From an optimization exercise on the open Yosys and OpenROAD flow, aimed at small area, a short achievable clock period and few clock cycles per item; shortcuts taken in it are not production practice. Where RTL was checked, it was by simulation tests only, not by an equivalence proof against the original. Power and IR drop assume default switching activity.

## muldiv_unit
module muldiv_unit #(
    parameter int XLEN       = 32,
    parameter int MUL_STAGES = 2
) (
    input  logic            clk,
    input  logic            reset,
    input  logic            flush,
    input  logic            in_valid,
    output logic            in_ready,
    input  logic [2:0]      op,
    input  logic [XLEN-1:0] operand_1,
    input  logic [XLEN-1:0] operand_2,
    output logic            out_valid,
    input  logic            out_ready,
    output logic [XLEN-1:0] result,
    output logic            zero,
    output logic            busy
);
    localparam int W = XLEN + 4;
    logic            r_idle;
    logic            r_busy;
    logic            r_valid;
    logic            r_zero;
    logic            p_prep;     
    logic            p_div;      
    logic            p_corr;     
    logic            p_neg;      
    logic            p_mul;      
    logic            p_mfix;     
    logic            r_rem;      
    logic            r_mlo;      
    logic            r_mhu;      
    logic            r_aneg;     
    logic            r_bneg;     
    logic            r_qneg;     
    logic            r_bzero;    
    logic            r_first;    
    logic            r_last;     
    logic [4:0]      r_cnt;      
    logic            r_bone;     
    logic            r_btwo;     
    logic            r_bsub;     
    logic            r_cone;     
    logic            r_ctwo;     
    logic            r_csub;     
    logic            r_ninv;     
    logic [W-1:0]    r_x;        
    logic [XLEN-1:0] r_y;        
    logic [XLEN:0]   r_z;        
  ...
Settings: LEC_CHECK=0, ABC_AREA=1, CAP_MARGIN=20, CORE_MARGIN=2, CORE_UTILIZATION=40, SLEW_MARGIN=20; clock period 11.0 ns.
standard.sh (not shown) runs the stock make flow with config.mk's settings and CLKGATE_MAP_FILE= SYNTH_SCRIPT=/design/flow/synth_recipe.tcl, a recipe that flattens the netlist after the stock synthesis.
==> flow/flow/run.sh <==
#!/bin/bash
# Standard ORFS layout (the standard.sh, unchanged synthesis), with
# port buffers of a real drive strength and timing repair aimed below the
# clock period so the achieved period shrinks. Constraints are the standard flow's.
# flow/knobs.txt holds extra make variables, one per line.
set -euo pipefail
mapfile -t KNOBS < <(grep -v '^#' flow/knobs.txt | grep -v '^$')
bash standard.sh \
  "BUFFER_PORTS_ARGS=-buffer_cell sky130_fd_sc_hd__buf_2" \
  "${KNOBS[@]}" \
  finish > flow_make.log 2>&1
==> flow/flow/knobs.txt <==
SETUP_SLACK_MARGIN=6.8
TNS_END_PERCENT=10
CTS_BUF_LIST=sky130_fd_sc_hd__clkbuf_8
The baseline ran to the end with no violations.
Testbench counts at the start, summed over its fixed seeds: cycles 44,162, ops 4,800.
Rerun with:
--- a/flow/design.v
+++ b/flow/design.v
@@ -99,15 +99,14 @@
     logic        c_czn;      
     logic        c_cz2p;     
     logic        c_cz2n;     
     logic        c_cinv;     
     logic        c_ash;      
     logic        r_rsy;      
     logic        r_rshi;     
-    logic        r_rslo;     
     wire [W-1:0] z_ext = {{(W-XLEN-1){r_z[XLEN]}}, r_z};
     wire [W-1:0] add_a = c_a0 ? '0 : (c_ash ? {{4{r_x[W-1]}}, r_x[W-1:4]} : r_x);
     wire [W-1:0] src_z  = z_ext;
     wire [W-1:0] src_z2 = {z_ext[W-2:0], 1'b0};
     wire [W-1:0] src_y  = {{(W-XLEN){r_aneg}}, r_y};
     wire [W-1:0] src_z4 = {z_ext[W-3:0], 2'b00};
     wire [W-1:0] src_z8 = {z_ext[W-4:0], 3'b000};
@@ -173,15 +172,14 @@
             zf  = r_rem ? x_zero : y_zero;
         end
     end
     always_ff @(posedge clk) begin
         if (fin) begin
             r_rsy  <= fsy;
             r_rshi <= fshi;
-            r_rslo <= ~fsy & ~fshi;
         end
     end
     always_ff @(posedge clk or posedge reset) begin
         if (reset) begin
             r_idle  <= 1'b1;
             r_busy  <= 1'b0;
             r_valid <= 1'b0;
@@ -348,12 +346,10 @@
             r_z <= r_z << jd[4:0];
         else if (p_div & ~r_last)
             r_z <= {r_z[XLEN], r_z[XLEN:1]};
     end
     assign in_ready  = r_idle;
     assign busy      = r_busy;
     assign out_valid = r_valid;
-    assign result    = ({XLEN{r_rsy}}  & r_y)
-                     | ({XLEN{r_rshi}} & r_x[W-1:4])
-                     | ({XLEN{r_rslo}} & r_x[XLEN-1:0]);
+    assign result    = r_rsy ? r_y : (r_rshi ? r_x[W-1:4] : r_x[XLEN-1:0]);
     assign zero      = r_zero;
 endmodule
=> Setup slack degrades by 0.14 ns. Sequential power goes down by about 6%. Sequential share of layout area goes down by 0.29 points. Maximum frequency goes down by about 3%. Power goes down by 2.2%. Combinational power hardly moves. Routed wire length goes up by about 2.3%. Cell area goes up by about 0.7%. Clock skew goes down by 0.0067 ns. Via count goes up by 0.31%. Global-route usage goes up by 0.76 points. Clock-buffer cell count goes down by 1. Critical path depth goes down by 11.
Testbench counts after the change, summed over its fixed seeds: cycles 44,162, ops 4,800.


== west ==
Another version of the RTL of muldiv_unit (not shown whole).
Size in the first run: about 2300 cells after synthesis, about 160 flip-flops, ~18000 µm² of cells after synthesis.
Settings: LEC_CHECK=0, CAP_MARGIN=20, CORE_MARGIN=2, CORE_UTILIZATION=40, SLEW_MARGIN=20; clock period 11.0 ns.
==> flow/flow/run.sh <==
#!/bin/bash
# Standard ORFS layout (the standard.sh, unchanged synthesis), with
# port buffers of a real drive strength and timing repair aimed below the
# clock period so the achieved period shrinks. Constraints are the standard flow's.
# flow/knobs.txt holds extra make variables, one per line.
set -euo pipefail
mapfile -t KNOBS < <(grep -v '^#' flow/knobs.txt | grep -v '^$')
bash standard.sh \
  "BUFFER_PORTS_ARGS=-buffer_cell sky130_fd_sc_hd__buf_4" \
  "${KNOBS[@]}" \
  finish > flow_make.log 2>&1
==> flow/flow/knobs.txt <==
SETUP_SLACK_MARGIN=6.8
TNS_END_PERCENT=10
> inputs changed (west -> north)
--- a/flow/design.v
+++ b/flow/design.v
@@ -82,14 +82,36 @@
     wire       bz = (operand_2 == '0);
     logic [5:0] r_la;
     logic [5:0] r_lb;
     logic       r_pa;
     logic       r_pb;
     wire [6:0] jd = {1'b0, r_lb} - {1'b0, r_la} + {6'd0, r_pa} - {6'd0, r_pb};
     wire       sc = jd[6] | r_bzero;
+    function automatic logic [W-1:0] ks_add(input logic [W-1:0] x,
+                                            input logic [W-1:0] y,
+                                            input logic         ci);
+        logic [W:0] g;
+        logic [W:0] p;
+        logic [W:0] g2;
+        logic [W:0] p2;
+        g = {x & y, ci};
+        p = {x ^ y, 1'b0};
+        for (int d = 1; d <= W; d = d * 2) begin
+            g2 = g;
+            p2 = p;
+            for (int i = 0; i <= W; i++)
+                if (i >= d) begin
+                    g2[i] = g[i] | (p[i] & g[i-d]);
+                    p2[i] = p[i] & p[i-d];
+                end
+            g = g2;
+            p = p2;
+        end
+        ks_add = x ^ y ^ g[W-1:0];
+    endfunction
     logic        c_a0;       
     logic        c_bzp;      
     logic        c_bzn;      
     logic        c_bz2p;     
     logic        c_bz2n;     
     logic        c_byp;      
     logic        c_byn;      
@@ -116,15 +138,15 @@
                        | ({W{c_byp}}  & src_y)  | ({W{c_byn}}  & ~src_y)
                        | ({W{c_bxn}}  & ~r_x);
     wire [W-1:0] pp1   = ({W{c_czp}}  & src_z4) | ({W{c_czn}}  & ~src_z4)
                        | ({W{c_cz2p}} & src_z8) | ({W{c_cz2n}} & ~src_z8);
     wire [W-1:0] cs_s  = add_a ^ pp0 ^ pp1;
     wire [W-1:0] cs_c  = {(add_a[W-2:0] & pp0[W-2:0]) | (add_a[W-2:0] & pp1[W-2:0])
                           | (pp0[W-2:0] & pp1[W-2:0]), c_inv};
-    wire [W-1:0] sum   = cs_s + cs_c + {{(W-1){1'b0}}, c_cinv};
+    wire [W-1:0] sum   = ks_add(cs_s, cs_c, c_cinv);
     wire [W-1:0] zt = cs_s ^ cs_c;
     wire [W-1:0] zk = cs_s | cs_c;
     wire [W-1:1] zok = ~(zt[W-1:1] ^ zk[W-2:0]);
     wire [4:0]   zlow = {1'b0, cs_s[3:0]} + {1'b0, cs_c[3:0]} + {4'd0, c_cinv};
     wire         sum_lo_zero = (zt[0] == c_cinv) & (&zok[XLEN-1:1]);
     wire         sum_hi_zero = (zt[4] == zlow[4]) & (&zok[W-1:5]);
     wire q = ~sum[W-1];
### Flow results
north gives less final critical-path required period than west did.
When north is measured against west, its worst setup slack turns out 0.064 ns higher.
On die area: between north and west, it ends up higher for north.
In the tables for north and west, cell area after placement reads higher with north.
west consumes less power than north.
Relative slew slack: north better than west
Re power consumed by sequential cells: north and west aren't equal, and the lower value belongs to north.
No run of this note included a check of the RTL's function; only the layout flow was run.

-- afterwards: timing with drivers on the ports --
How much do the figures lean on ideal ports? The routed layouts below were timed once more, with nothing changed but the port constraints. Step 1 assumes that a clkbuf_16 drives the clock port and a buf_2 every other input. Step 2 adds t to the input delays and takes it off the output delays; t is the mean of the earliest and latest rising clock arrival at the registers after step 1. Input paths then give back, and output paths get back, about the clock's delay inside the block. Three values: ideal, step 1, step 2; two values: the first two.
| run | t, ns | setup WS [ns] | clock arrival spread, ns |
|---|---|---|---|
| the first run of note 1 | 0.585 | 6.802 / 6.802 / 6.577 | 0.026 / 0.025 |
| the second run of note 1 | 0.586 | 6.664 / 6.610 / 6.238 | 0.019 / 0.018 |
| west | 0.516 | 6.495 / 6.495 / 6.133 | 0.014 / 0.014 |
| north | 0.518 | 6.559 / 6.559 / 6.193 | 0.013 / 0.013 |
After both steps setup and hold are still met in every run listed. The setup slack of the second run of note 1, which loses most, moves by -0.054 ns with the drivers and by -0.426 ns with both steps.
